Background: an optimization exercise with open tools, aiming at small area and a short achievable clock period. Do not read the settings as production practice. Power figures rest on the tool's default switching activity, not on a simulated workload.

wip/nickel:
==> flow/design.v (excerpt) <==
module store_buffer #(
    parameter int sq_depth = 8
) (
    input  logic                            clk,
    input  logic                            rst,
    input  logic                            rob_flush,
    input  logic                            lsq_valid,
    input  logic                            lsq_ready,
    input  logic                            lsq_is_load,
    input  logic [lsu_pkg::xlen-1:0]        lsq_addr,
    input  logic [lsu_pkg::mask_bits-1:0]   lsq_mask,
    input  logic [lsu_pkg::xlen-1:0]        lsq_wdata,
    input  lsu_pkg::load_funct3_e           lsq_funct3,
    input  logic [lsu_pkg::rob_id_bits-1:0] lsq_rob_id,
    input  logic [lsu_pkg::pr_bits-1:0]     lsq_pr_dest,
    input  logic [lsu_pkg::rob_id_bits-1:0] rob_head_id,
    output logic                            lsq_dequeue,
    output logic [lsu_pkg::xlen-1:0]        dcache_addr,
    output logic [lsu_pkg::mask_bits-1:0]   dcache_rmask,
    output logic [lsu_pkg::mask_bits-1:0]   dcache_wmask,
    output logic [lsu_pkg::xlen-1:0]        dcache_wdata,
    input  logic [lsu_pkg::xlen-1:0]        dcache_rdata,
    input  logic                            dcache_resp,
    output logic                            cdb_valid,
    output logic [lsu_pkg::rob_id_bits-1:0] cdb_rob_id,
    output logic [lsu_pkg::pr_bits-1:0]     cdb_pr_dest,
    output logic [lsu_pkg::xlen-1:0]        cdb_result,
    output logic                            store_done
);
For scale: about 2,500 cells after synthesis, ~240 I/O pins, ~0.026 sq mm of cells after synthesis.
export LEC_CHECK = 0
export CAP_MARGIN = 20
export CORE_MARGIN = 2
export CORE_UTILIZATION = 35
export CTS_BUF_LIST = sky130_fd_sc_hd__clkbuf_16
export CTS_CLUSTER_DIAMETER = 120
export CTS_CLUSTER_SIZE = 25
export PLACE_DENSITY = 0.5
export SETUP_SLACK_MARGIN = 3.4
export SLEW_MARGIN = 20
export SYNTH_HIERARCHICAL = 1
export TNS_END_PERCENT = 2
create_clock -name core_clock -period 10.0 [get_ports {clk}]
standard.sh (not shown) runs the stock make flow with config.mk's settings and CLKGATE_MAP_FILE= SYNTH_SCRIPT=/design/flow/synth_recipe.tcl, a recipe that flattens the netlist after the stock synthesis.
==> flow/flow/run.sh <==
#!/bin/bash
# Layout: the standard flow, with the port buffers made from the smallest
# buffer cell instead of the one buffer_ports picks by itself. Timing repair
# resizes the ones on critical paths later, as usual.
set -euo pipefail
export BUFFER_PORTS_ARGS="-buffer_cell sky130_fd_sc_hd__buf_1"
bash standard.sh synth > synth.log 2>&1
bash standard.sh > layout.log 2>&1
wip/nickel closes out successfully: all stages finished, all timing, DRC and antenna checks passed.
> inputs changed (wip/nickel -> wip/lagoon)
==> flow/flow/run.sh <==
#!/bin/bash
# Layout: the standard flow with two changes to how cells are picked.
#  - The port buffers use the smallest buffer cell instead of the one
#    buffer_ports picks by itself; timing repair resizes the critical ones.
#  - Slow wide OR/NOR cells (three or four series PMOS) are added to the
#    platform's don't-use list, so mapping and repair build the wide ORs of
#    the forwarding logic from NAND/AOI stages instead.
set -euo pipefail
export BUFFER_PORTS_ARGS="-buffer_cell sky130_fd_sc_hd__buf_1"
plat=$(make -s -C "$FLOW_HOME" DESIGN_CONFIG="$PWD/config.mk" WORK_HOME="$PWD/orfs" \
       print-DONT_USE_CELLS 2> print_dont_use.log | sed -n 's/^DONT_USE_CELLS: //p')
slow=""
for c in or3_1 or3_2 or3_4 or3b_1 or3b_2 or3b_4 or4_1 or4_2 or4_4 or4b_1 or4b_2 or4b_4 \
         or4bb_1 or4bb_2 or4bb_4 nor4_1 nor4_2 nor4_4 nor4b_1 nor4b_2 nor4b_4 nor4bb_1 \
         nor4bb_2 nor4bb_4 a2111o_1 a2111o_2 a2111o_4 a2111oi_0 a2111oi_1 a2111oi_2 \
         a2111oi_4 o2111a_1 o2111a_2 o2111a_4 o2111ai_1 o2111ai_2 o2111ai_4; do
  slow="$slow sky130_fd_sc_hd__$c"
done
echo "DONT_USE_CELLS=$plat$slow" > dont_use.txt
bash standard.sh "DONT_USE_CELLS=$plat$slow" synth > synth.log 2>&1
bash standard.sh "DONT_USE_CELLS=$plat$slow" finish > layout.log 2>&1
Notes after the runs:
- wip/nickel -> wip/lagoon: starting utilization of the core area flat
- wip/lagoon vs wip/nickel, count of cells along the worst register-to-register path went down by 3.
- Routed wire length, wip/nickel and wip/lagoon: higher on wip/nickel
- Diff wip/nickel -> wip/lagoon: number of iterations in the first detailed-routing pass now larger; global-route usage now smaller.
[inputs] wip/indigo vs wip/lagoon
Settings: TNS_END_PERCENT changed from 2 to 20.
Notes after the runs:
wip/indigo vs wip/lagoon: non-clock buffer count up slightly. wip/indigo | status: complete | timing, DRC, antenna: pass. Across both runs, leakage power total was higher for wip/indigo than for wip/lagoon. On number of violations reported at the end of detailed-routing iteration 0, wip/lagoon and wip/indigo are basically level. Summary of wip/indigo over wip/lagoon: total vias in the final route stayed essentially flat; worst setup slack now larger; fraction of the core area covered by cells at the end of the flow rose 0.39 points; power went up by 1.2%.
No run of this note included a check of the RTL's function; only the layout flow was run.


before:
Another version of the RTL of store_buffer (not shown whole).
Size in the first run: ~2,100 cells after synthesis, about 27,000 µm² of cells after synthesis.
export LEC_CHECK = 0
export CAP_MARGIN = 20
export CORE_MARGIN = 2
export CORE_UTILIZATION = 35
export CTS_BUF_LIST = sky130_fd_sc_hd__clkbuf_16
export CTS_CLUSTER_DIAMETER = 120
export CTS_CLUSTER_SIZE = 25
export PLACE_DENSITY = 0.5
export SETUP_SLACK_MARGIN = 3.8
export SLEW_MARGIN = 20
export SYNTH_HIERARCHICAL = 1
export TNS_END_PERCENT = 2
create_clock -name core_clock -period 10.0 [get_ports {clk}]
==> flow/flow/run.sh <==
#!/bin/bash
# Layout: the standard flow with two changes to how cells are picked.
#  - The port buffers use the smallest buffer cell instead of the one
#    buffer_ports picks by itself; timing repair resizes the critical ones.
#  - Slow wide OR/NOR cells (three or four series PMOS) are added to the
#    platform's don't-use list, so mapping and repair build the wide ORs of
#    the forwarding logic from NAND/AOI stages instead.
set -euo pipefail
export BUFFER_PORTS_ARGS="-buffer_cell sky130_fd_sc_hd__buf_1"
plat=$(make -s -C "$FLOW_HOME" DESIGN_CONFIG="$PWD/config.mk" WORK_HOME="$PWD/orfs" \
       print-DONT_USE_CELLS 2> print_dont_use.log | sed -n 's/^DONT_USE_CELLS: //p')
slow=""
for c in or3_1 or3_2 or3_4 or3b_1 or3b_2 or3b_4 or4_1 or4_2 or4_4 or4b_1 or4b_2 or4b_4 \
         or4bb_1 or4bb_2 or4bb_4 nor4_1 nor4_2 nor4_4 nor4b_1 nor4b_2 nor4b_4 nor4bb_1 \
         nor4bb_2 nor4bb_4 a2111o_1 a2111o_2 a2111o_4 a2111oi_0 a2111oi_1 a2111oi_2 \
         a2111oi_4 o2111a_1 o2111a_2 o2111a_4 o2111ai_1 o2111ai_2 o2111ai_4; do
  slow="$slow sky130_fd_sc_hd__$c"
done
echo "DONT_USE_CELLS=$plat$slow" > dont_use.txt
bash standard.sh "DONT_USE_CELLS=$plat$slow" synth > synth.log 2>&1
bash standard.sh "DONT_USE_CELLS=$plat$slow" finish > layout.log 2>&1
Here is what was changed in the inputs of after compared with before.
# before
export LEC_CHECK = 0
export CAP_MARGIN = 20
export CORE_MARGIN = 2
export CORE_UTILIZATION = 35
export CTS_BUF_LIST = sky130_fd_sc_hd__clkbuf_16
export CTS_CLUSTER_DIAMETER = 120
export CTS_CLUSTER_SIZE = 25
export PLACE_DENSITY = 0.5
export SETUP_SLACK_MARGIN = 3.8
export SLEW_MARGIN = 20
export SYNTH_HIERARCHICAL = 1
export TNS_END_PERCENT = 2
create_clock -name core_clock -period 10.0 [get_ports {clk}]
# after
export LEC_CHECK = 0
export CAP_MARGIN = 20
export CORE_MARGIN = 2
export CORE_UTILIZATION = 35
export CTS_BUF_LIST = sky130_fd_sc_hd__clkbuf_16
export CTS_CLUSTER_DIAMETER = 120
export CTS_CLUSTER_SIZE = 25
export PLACE_DENSITY = 0.5
export SETUP_SLACK_MARGIN = 3.4
export SLEW_MARGIN = 20
export SYNTH_HIERARCHICAL = 1
export TNS_END_PERCENT = 2
create_clock -name core_clock -period 10.0 [get_ports {clk}]
==> comparison <==
Part of the power in the clock network of after is on par with before.
Measured against each other, before and after differ in power share of the combinational group, the higher figure coming from before.
From before to after the numbers moved as follows: initial detailed-routing violation count increased 5.8%, wire length went down 1.1 mm, combinational-cell power consumption has decreased, worst setup slack dropped 170 ps, number of DRC violations after detailed routing level.
No functional check of the RTL was part of any run of this note.

[static timing again, ports no longer ideal]
In the flow no input, the clock included, has a driving cell. The finished layouts below were timed again as built, in two steps. Step 1, drivers: a clkbuf_16 drives clk and a buf_2 each remaining input, both assumed. Step 2, shift: input delay + t, output delay - t, t = (earliest + latest rising clock arrival at the registers) / 2. This alone moves slack from input paths to output paths. a / b / c = no drivers / after step 1 / after step 2; a / b = the first two.
run | shift t [ns] | setup slack, ns | hold WS [ns] | worst setup path after step 2
wip/nickel | 0.669 | 3.427 / 3.401 / 3.401 | 0.507 / 0.507 / 0.507 | input to output
wip/lagoon | 0.673 | 3.423 / 3.399 / 3.399 | 0.502 / 0.502 / 0.502 | input to output
wip/indigo | 0.677 | 3.453 / 3.420 / 3.420 | 0.504 / 0.504 / 0.504 | input to output
before | 0.672 | 3.567 / 3.511 / 3.511 | 0.455 / 0.455 / 0.455 | input to output
after | 0.669 | 3.393 / 3.371 / 3.371 | 0.453 / 0.453 / 0.453 | input to output
After both steps every run listed still meets setup and hold. The setup slack of before, which loses most, moves by -0.056 ns with the drivers and by -0.056 ns with both steps.
